What follows belongs to an exercise in optimizing a design on an open flow for small area; a production flow would make more cautious choices.
Where RTL was checked, it was by simulation tests only, not by an equivalence proof against the original.

==> 08-21: inputs <==
## fu_cfg_sequencer
module fu_cfg_sequencer #(
  parameter int CONFIG_ALL = 64,
  parameter int DEPTH      = 16,
  parameter int REP_W      = 8,
  parameter int LOOP_W     = 8,
  localparam int AW        = $clog2(DEPTH)
) (
  input  logic                  clk,
  input  logic                  rst,
  input  logic                  prog_we,
  input  logic [AW-1:0]         prog_addr,
  input  logic [CONFIG_ALL-1:0] prog_cfg,
  input  logic [REP_W-1:0]      prog_rep,
  input  logic                  start,
  input  logic [AW:0]           num_instr,
  input  logic [LOOP_W-1:0]     loop_cnt,
  input  logic                  stall,
  input  logic                  abort,
  output logic [CONFIG_ALL-1:0] config_o,
  output logic                  config_valid_o,
  output logic [AW-1:0]         pc_o,
  output logic                  busy_o,
  output logic                  done_o
);
==> module fu_cfg_sequencer, before the edit <==
module fu_cfg_sequencer #(
  parameter int CONFIG_ALL = 64,
  parameter int DEPTH      = 16,
  parameter int REP_W      = 8,
  parameter int LOOP_W     = 8,
  localparam int AW        = $clog2(DEPTH)
) (
  input  logic                  clk,
  input  logic                  rst,
  input  logic                  prog_we,
  input  logic [AW-1:0]         prog_addr,
  input  logic [CONFIG_ALL-1:0] prog_cfg,
  input  logic [REP_W-1:0]      prog_rep,
  input  logic                  start,
  input  logic [AW:0]           num_instr,
  input  logic [LOOP_W-1:0]     loop_cnt,
  input  logic                  stall,
  input  logic                  abort,
  output logic [CONFIG_ALL-1:0] config_o,
  output logic                  config_valid_o,
  output logic [AW-1:0]         pc_o,
  output logic                  busy_o,
  output logic                  done_o
);
  typedef enum logic [1:0] {
    ST_IDLE   = 2'd0,
    ST_RUN    = 2'd1,
    ST_FINISH = 2'd2
  } state_t;
  localparam logic [AW:0] MAX_INSTR = (AW+1)'(DEPTH);
  logic [CONFIG_ALL-1:0] mem_cfg [DEPTH];
  logic [REP_W-1:0]      mem_rep [DEPTH];
  state_t                state_q, state_d;
  logic [AW-1:0]         pc_q, pc_d;
  logic [AW-1:0]         last_q, last_d;
  logic [REP_W-1:0]      rep_q, rep_d;
  logic [LOOP_W-1:0]     loops_q, loops_d;
  logic [CONFIG_ALL-1:0] cfg_q, cfg_d;
  logic                  num_ok;
  logic [AW:0]           num_m1;
  logic [AW-1:0]         pc_inc;
  assign num_ok = (num_instr != '0) && (num_instr <= MAX_INSTR);
  assign num_m1 = num_instr - 1'b1;
  assign pc_inc = pc_q + 1'b1;
  always_ff @(posedge clk or posedge rst) begin
    if (rst) begin
      for (int i = 0; i < DEPTH; i++) begin
        mem_cfg[i] <= '0;
        mem_rep[i] <= '0;
      end
    end else if (prog_we && state_q == ST_IDLE) begin
      mem_cfg[prog_addr] <= prog_cfg;
      mem_rep[prog_addr] <= prog_rep;
    end
  end
  always_ff @(posedge clk or posedge rst) begin
    if (rst) begin
      state_q <= ST_IDLE;
      pc_q    <= '0;
      last_q  <= '0;
      rep_q   <= '0;
      loops_q <= '0;
      cfg_q   <= '0;
    end else begin
      state_q <= state_d;
      pc_q    <= pc_d;
      last_q  <= last_d;
      rep_q   <= rep_d;
      loops_q <= loops_d;
      cfg_q   <= cfg_d;
    end
  end
  always_comb begin
    state_d = state_q;
    pc_d    = pc_q;
    last_d  = last_q;
    rep_d   = rep_q;
    loops_d = loops_q;
    cfg_d   = cfg_q;
    case (state_q)
      ST_IDLE: begin
        if (start && !prog_we && num_ok) begin
          state_d = ST_RUN;
          last_d  = num_m1[AW-1:0];
          loops_d = loop_cnt;
          pc_d    = '0;
          rep_d   = mem_rep[0];
          cfg_d   = mem_cfg[0];
        end
      end
      ST_RUN: begin
        if (abort) begin
          state_d = ST_IDLE;
        end else if (!stall) begin
          if (rep_q != '0) begin
            rep_d = rep_q - 1'b1;
          end else if (pc_q != last_q) begin
            pc_d  = pc_inc;
            rep_d = mem_rep[pc_inc];
            cfg_d = mem_cfg[pc_inc];
          end else if (loops_q != '0) begin
            loops_d = loops_q - 1'b1;
            pc_d    = '0;
            rep_d   = mem_rep[0];
            cfg_d   = mem_cfg[0];
          end else begin
            state_d = ST_FINISH;
          end
        end
      end
      ST_FINISH: begin
        state_d = ST_IDLE;
      end
      default: begin
        state_d = ST_IDLE;
      end
    endcase
  end
  assign config_o       = cfg_q;
  assign pc_o           = pc_q;
  assign config_valid_o = (state_q == ST_RUN) && !stall;
  assign busy_o         = (state_q != ST_IDLE);
  assign done_o         = (state_q == ST_FINISH);
endmodule
make LEC_CHECK=0 CAP_MARGIN=20 CORE_MARGIN=2 CORE_UTILIZATION=40 SLEW_MARGIN=20 finish   # period 5.0 ns
run.sh (not shown) runs the stock make flow with config.mk's settings and CLKGATE_MAP_FILE= SYNTH_SCRIPT=/design/flow/synth_recipe.tcl, a recipe that flattens the netlist after the stock synthesis.
==> inputs of 06-12, as changes to 08-21 <==
==> flow/design.v (replaced) <==
module fu_cfg_sequencer #(
  parameter int CONFIG_ALL = 64,
  parameter int DEPTH      = 16,
  parameter int REP_W      = 8,
  parameter int LOOP_W     = 8,
  localparam int AW        = $clog2(DEPTH)
) (
  input  logic                  clk,
  input  logic                  rst,
  input  logic                  prog_we,
  input  logic [AW-1:0]         prog_addr,
  input  logic [CONFIG_ALL-1:0] prog_cfg,
  input  logic [REP_W-1:0]      prog_rep,
  input  logic                  start,
  input  logic [AW:0]           num_instr,
  input  logic [LOOP_W-1:0]     loop_cnt,
  input  logic                  stall,
  input  logic                  abort,
  output logic [CONFIG_ALL-1:0] config_o,
  output logic                  config_valid_o,
  output logic [AW-1:0]         pc_o,
  output logic                  busy_o,
  output logic                  done_o
);
  localparam int W = CONFIG_ALL + REP_W;
  logic [W-1:0]     mem [DEPTH];
  logic [DEPTH-1:0] valid_q;
  logic             run_q, fin_q;
  logic [AW-1:0]    pc_q;
  logic [AW-1:0]    num_q;      
  logic [REP_W-1:0] cnt_q;      
  logic [LOOP_W-1:0] loops_q;
  logic             idle;
  logic             num_ok;
  logic             go;
  logic             adv;
  logic [AW-1:0]    pc_inc;
  logic [W-1:0]     rd;
  logic [REP_W-1:0] rep_cur;
  logic             rep_done, is_last, loop_done;
  assign idle   = !run_q && !fin_q;
  assign num_ok = (num_instr != '0) && (num_instr <= (AW+1)'(DEPTH));
  assign go     = idle && start && !prog_we && num_ok;
  assign pc_inc = pc_q + 1'b1;
  always_ff @(posedge clk) begin
    if (idle && prog_we) mem[prog_addr] <= {prog_rep, prog_cfg};
  end
  always_ff @(posedge clk or posedge rst) begin
    if (rst) valid_q <= '0;
    else if (idle && prog_we) valid_q[prog_addr] <= 1'b1;
  end
  always_comb begin
    rd = '0;
    for (int i = 0; i < DEPTH; i++)
      if (pc_q == AW'(i) && valid_q[i]) rd = rd | mem[i];
  end
  assign rep_cur   = rd[W-1:CONFIG_ALL];
  assign rep_done  = (cnt_q == rep_cur);
  assign is_last   = (pc_inc == num_q);
  assign loop_done = (loops_q == '0);
  assign adv       = run_q && !abort && !stall;
  always_ff @(posedge clk or posedge rst) begin
    if (rst) begin
      run_q <= 1'b0;
      fin_q <= 1'b0;
    end else begin
      fin_q <= adv && rep_done && is_last && loop_done;
      if (go)
        run_q <= 1'b1;
      else if (run_q && (abort || (!stall && rep_done && is_last && loop_done)))
        run_q <= 1'b0;
    end
  end
  always_ff @(posedge clk) begin
    if (go) begin
      pc_q    <= '0;
      cnt_q   <= '0;
      num_q   <= num_instr[AW-1:0];
      loops_q <= loop_cnt;
    end else if (adv) begin
      if (!rep_done) begin
        cnt_q <= cnt_q + 1'b1;
      end else begin
        cnt_q <= '0;
        if (!is_last) begin
          pc_q <= pc_inc;
        end else if (!loop_done) begin
          pc_q    <= '0;
          loops_q <= loops_q - 1'b1;
        end
      end
    end
  end
  assign config_o       = rd[CONFIG_ALL-1:0];
  assign pc_o           = pc_q;
  assign config_valid_o = run_q && !stall;
  assign busy_o         = run_q || fin_q;
  assign done_o         = fin_q;
endmodule
==> flow/flow/run.sh (new file) <==
#!/bin/bash
# Layout flow: the standard flow (standard synthesis, floorplan, power grid,
# placement, CTS, routing) with one change: the buffers that the standard flow
# puts on every input and output port are the small sky130_fd_sc_hd__buf_1
# instead of the default clkdlybuf4s50_1 that buffer_ports picks.
# The whole make run's output goes to flow_make.log in this folder.
set -uo pipefail
bash standard.sh "BUFFER_PORTS_ARGS=-buffer_cell sky130_fd_sc_hd__buf_1" finish > flow_make.log 2>&1
rc=$?
tail -n 40 flow_make.log
exit $rc
==> flow/standard.sh (new file) <==
#!/bin/bash
# synth_recipe.tcl (not shown) runs the flow's synth.tcl, then flattens the netlist and writes it again
# the make line also repeats each setting of config.mk as NAME=value (left out here)
make -C /OpenROAD-flow-scripts/flow DESIGN_CONFIG=/design/flow/config.mk WORK_HOME=/design/flow/orfs CLKGATE_MAP_FILE= SYNTH_SCRIPT=/design/flow/synth_recipe.tcl "${@:-finish}"
Settings changed: CTS_CLUSTER_DIAMETER from default to 100, CTS_CLUSTER_SIZE from default to 25.
removed: flow/run.sh
==> summary of the runs <==
- Against 08-21, the register-to-register slack of 06-12 is higher by 0.17 ns.
- Of 06-12 and 08-21, 08-21 has the higher utilization (gap 2.6 points).
- Of 08-21 and 06-12, 08-21 has the higher global-route usage (gap 6.9 points).
- Setup slack: 06-12 is worse than 08-21 (0.51 ns).
Function not checked in 08-21: the RTL went through the layout flow alone.

==> inputs of run P <==
fu_cfg_sequencer, a different RTL version from the one above (not shown whole).
==> module fu_cfg_sequencer, before the edit <==
module fu_cfg_sequencer #(
  parameter int CONFIG_ALL = 64,
  parameter int DEPTH      = 16,
  parameter int REP_W      = 8,
  parameter int LOOP_W     = 8,
  localparam int AW        = $clog2(DEPTH)
) (
  input  logic                  clk,
  input  logic                  rst,
  input  logic                  prog_we,
  input  logic [AW-1:0]         prog_addr,
  input  logic [CONFIG_ALL-1:0] prog_cfg,
  input  logic [REP_W-1:0]      prog_rep,
  input  logic                  start,
  input  logic [AW:0]           num_instr,
  input  logic [LOOP_W-1:0]     loop_cnt,
  input  logic                  stall,
  input  logic                  abort,
  output logic [CONFIG_ALL-1:0] config_o,
  output logic                  config_valid_o,
  output logic [AW-1:0]         pc_o,
  output logic                  busy_o,
  output logic                  done_o
);
  localparam int W = CONFIG_ALL + REP_W;
  logic [W-1:0]     mem [DEPTH];
  logic [DEPTH-1:0] valid_q;
  logic             run_q, fin_q;
  logic [AW-1:0]    pc_q;
  logic [AW-1:0]    num_q;      
  logic [REP_W-1:0] cnt_q;      
  logic [LOOP_W-1:0] loops_q;
  logic             idle;
  logic             num_ok;
  logic             go;
  logic             adv;
  logic [AW-1:0]    pc_inc;
  logic [W-1:0]     rd;
  logic [REP_W-1:0] rep_cur;
  logic             rep_done, is_last, loop_done;
  assign idle   = !run_q && !fin_q;
  assign num_ok = (num_instr != '0) && (num_instr <= (AW+1)'(DEPTH));
  assign go     = idle && start && !prog_we && num_ok;
  assign pc_inc = pc_q + 1'b1;
  always_ff @(posedge clk) begin
    if (idle && prog_we) mem[prog_addr] <= {prog_rep, prog_cfg};
  end
  always_ff @(posedge clk or posedge rst) begin
    if (rst) valid_q <= '0;
    else if (idle && prog_we) valid_q[prog_addr] <= 1'b1;
  end
  logic [DEPTH-1:0] sel;
  always_comb
    for (int i = 0; i < DEPTH; i++) sel[i] = (pc_q == AW'(i)) && valid_q[i];
  for (genvar b = 0; b < W; b++) begin : g_rd
    logic [5:0] grp_n;
    for (genvar g = 0; g < 5; g++) begin : g_grp
      fu_cfg_sequencer_ao222n u_ao (
        .s0(sel[3*g]),   .d0(mem[3*g][b]),
        .s1(sel[3*g+1]), .d1(mem[3*g+1][b]),
        .s2(sel[3*g+2]), .d2(mem[3*g+2][b]),
        .y_n(grp_n[g])
      );
    end
    assign grp_n[5] = !(sel[15] && mem[15][b]);
    assign rd[b] = !(&grp_n);
  end
  assign rep_cur   = rd[W-1:CONFIG_ALL];
  assign rep_done  = (cnt_q == rep_cur);
  assign is_last   = (pc_inc == num_q);
  assign loop_done = (loops_q == '0);
  assign adv       = run_q && !abort && !stall;
  always_ff @(posedge clk or posedge rst) begin
    if (rst) begin
      run_q <= 1'b0;
      fin_q <= 1'b0;
    end else begin
      fin_q <= adv && rep_done && is_last && loop_done;
      if (go)
        run_q <= 1'b1;
      else if (run_q && (abort || (!stall && rep_done && is_last && loop_done)))
        run_q <= 1'b0;
    end
  end
  always_ff @(posedge clk) begin
    if (go) begin
      pc_q    <= '0;
      cnt_q   <= '0;
      num_q   <= num_instr[AW-1:0];
      loops_q <= loop_cnt;
    end else if (adv) begin
      if (!rep_done) begin
        cnt_q <= cnt_q + 1'b1;
      end else begin
        cnt_q <= '0;
        if (!is_last) begin
          pc_q <= pc_inc;
        end else if (!loop_done) begin
          pc_q    <= '0;
          loops_q <= loops_q - 1'b1;
        end
      end
    end
  end
  assign config_o       = rd[CONFIG_ALL-1:0];
  assign pc_o           = pc_q;
  assign config_valid_o = run_q && !stall;
  assign busy_o         = run_q || fin_q;
  assign done_o         = fin_q;
endmodule
export LEC_CHECK = 0
export CAP_MARGIN = 20
export CORE_MARGIN = 2
export CORE_UTILIZATION = 40
export CTS_CLUSTER_DIAMETER = 100
export CTS_CLUSTER_SIZE = 25
export SLEW_MARGIN = 20
export SYNTH_HIERARCHICAL = 1
create_clock -name core_clock -period 5.0 [get_ports {clk}]
standard.sh (not shown) runs the stock make flow with config.mk's settings and CLKGATE_MAP_FILE= SYNTH_SCRIPT=/design/flow/synth_recipe.tcl, a recipe that flattens the netlist after the stock synthesis.
==> flow/flow/run.sh <==
#!/bin/bash
# Layout flow: the standard flow (standard synthesis, floorplan, power grid,
# placement, CTS, routing) with one change: the buffers that the standard flow
# puts on every input and output port are the small sky130_fd_sc_hd__buf_1
# instead of the default clkdlybuf4s50_1 that buffer_ports picks.
# The whole make run's output goes to flow_make.log in this folder.
set -uo pipefail
bash standard.sh "BUFFER_PORTS_ARGS=-buffer_cell sky130_fd_sc_hd__buf_1" finish > flow_make.log 2>&1
rc=$?
tail -n 40 flow_make.log
exit $rc
==> run Y: changes against run P <==
--- a/flow/design.v
+++ b/flow/design.v
@@ -43,10 +43,26 @@
   assign go     = idle && start && !prog_we && num_ok;
   assign pc_inc = pc_q + 1'b1;
+  logic [W-1:0]     wdata;
+  logic [DEPTH-1:0] we, we_n;
+  logic [W-1:0]     mem_d [DEPTH];
+  assign wdata = {prog_rep, prog_cfg};
+  always_comb
+    for (int i = 0; i < DEPTH; i++) begin
+      we[i]   = idle && prog_we && (prog_addr == AW'(i));
+      we_n[i] = !we[i];
+    end
+  for (genvar i = 0; i < DEPTH; i++) begin : g_ent
+    for (genvar b = 0; b < W; b++) begin : g_bit
+      fu_cfg_sequencer_hold u_hold (
+        .we(we[i]), .we_n(we_n[i]), .d(wdata[b]), .q(mem[i][b]), .y(mem_d[i][b])
+      );
+    end
+  end
   always_ff @(posedge clk) begin
-    if (idle && prog_we) mem[prog_addr] <= {prog_rep, prog_cfg};
+    for (int i = 0; i < DEPTH; i++) mem[i] <= mem_d[i];
   end
   always_ff @(posedge clk or posedge rst) begin
     if (rst) valid_q <= '0;
-    else if (idle && prog_we) valid_q[prog_addr] <= 1'b1;
+    else valid_q <= valid_q | we;
   end
   logic [DEPTH-1:0] sel;
@@ -115,2 +131,8 @@
   assign y_n = !((s0 && d0) || (s1 && d1) || (s2 && d2));
 endmodule
+module fu_cfg_sequencer_hold (
+  input  logic we, we_n, d, q,
+  output logic y
+);
+  assign y = (we && d) || (we_n && q);
+endmodule
--- a/flow/config.mk
+++ b/flow/config.mk
@@ -8,7 +8,8 @@
 export CAP_MARGIN = 20
 export CORE_MARGIN = 2
-export CORE_UTILIZATION = 40
+export CORE_UTILIZATION = 70
 export CTS_CLUSTER_DIAMETER = 100
-export CTS_CLUSTER_SIZE = 25
+export CTS_CLUSTER_SIZE = 26
+export PLACE_DENSITY = 0.85
 export SLEW_MARGIN = 20
 export SYNTH_HIERARCHICAL = 1
==> run D: changes against run P <==
--- a/flow/config.mk
+++ b/flow/config.mk
@@ -8,7 +8,8 @@
 export CAP_MARGIN = 20
 export CORE_MARGIN = 2
-export CORE_UTILIZATION = 40
-export CTS_CLUSTER_DIAMETER = 100
-export CTS_CLUSTER_SIZE = 25
+export CORE_UTILIZATION = 70
+export CTS_CLUSTER_DIAMETER = 80
+export CTS_CLUSTER_SIZE = 30
+export PLACE_DENSITY = 0.85
 export SLEW_MARGIN = 20
 export SYNTH_HIERARCHICAL = 1
==> results.toml <==
[layout]
area_growth_syn_to_layout_pct = 10.8
nClkBuffers = 57

[sta]
finalClockSkew_ps = 14.4

[drt]
wl_met1_um = 41300
wirelength_um = 103000
drt_iter0_markers = 3533
route.met3.wl_um = 9100

[power_and_ir_drop]
p_comb_mw = 1.42
pg_clk_mw = 4.87
ir_worst_vdd_mv = 0.261

[global_route]
grt_pass1_vias = 22312
use_met3_pct = 3.31
grt_util_all_layers_pct = 18.8

[setup_path]
endpoint = "config_o[50]"
crit_arrival_ps = 3590

[yosys]
ys_seq_area_share_pct = 85.2

[outcome]
run_status = "timing/DRC/antenna clean"
[end of results for run P]
==> results.toml <==
[global_route]
use_met3_pct = 9.34
grt_util_all_layers_pct = 42.7

[setup_path]
start_kind = "register"
endpoint = "config_o[35]"
crit_arrival_ps = 3660
max_stage_delay_ps = 880

[yosys]
ys_seq_area_share_pct = 59.9

[power_and_ir_drop]
ir_worst_vdd_mv = 0.346
switching_share_pct = 27.9
p_comb_mw = 3.68

[layout]
area_growth_syn_to_layout_pct = 9.20
nClkBuffers = 54

[sta]
finalClockSkew_ps = 8.84

[outcome]
run_status = "timing/DRC/antenna clean"

[placed_design]
placed_area_um2 = 42600

[drt]
drt_iter0_markers = 6571
route.met3.wl_um = 18300
[end of results for run Y]
==> results.toml <==
[outcome]
run_status = "timing/DRC/antenna clean"

[layout]
area_growth_syn_to_layout_pct = 8.22
seq_cell_count = 1194

[drt]
route.met3.wl_um = 14900
wl_met1_um = 32700
wirelength_um = 99800

[yosys]
async_flop_share_pct = 1.51
ys_seq_area_share_pct = 85.2

[sta]
finalClockSkew_ps = 17.8

[power_and_ir_drop]
ir_worst_vdd_mv = 0.331
pg_clk_mw = 4.45
p_comb_mw = 1.40

[setup_path]
crit_arrival_ps = 3650
endpoint = "config_o[62]"

[global_route]
grt_util_all_layers_pct = 31.7
grt_pass1_vias = 23573
[end of results for run D]

[port drivers added, routing unchanged]
The results above use ideal ports. As a check the final layouts listed here were re-extracted and re-timed, cells and wires unchanged.
Step 1 (the two cells are an assumption about what drives the block):
set clk [get_ports {clk}]
set_driving_cell -lib_cell sky130_fd_sc_hd__clkbuf_16 $clk
set_driving_cell -lib_cell sky130_fd_sc_hd__buf_2 [delete_from_list [all_inputs] $clk]
Step 2 adds t to the input delays and takes it off the output delays; t is the mean of the earliest and latest rising clock arrival at the registers after step 1. Input paths then give back, and output paths get back, about the clock's delay inside the block.
a / b / c = ideal ports / drivers / drivers and shift; a / b = the first two.
run | t, ns | setup slack, ns | worst slew at a driven data input, ns
08-21 | 0.851 | 0.827 / 0.827 / 0.569 | 0.16
06-12 | 0.726 | 0.319 / 0.251 / 0.977 | 0.16
run P | 0.718 | 0.407 / 0.334 / 0.977 | 0.17
run Y | 0.714 | 0.342 / 0.274 / 0.790 | 0.08
run D | 0.689 | 0.347 / 0.287 / 0.949 | 0.14
After both steps every run listed still meets setup and hold. The setup slack of 08-21, which loses most, moves by 0.000 ns with the drivers and by -0.258 ns with both steps.
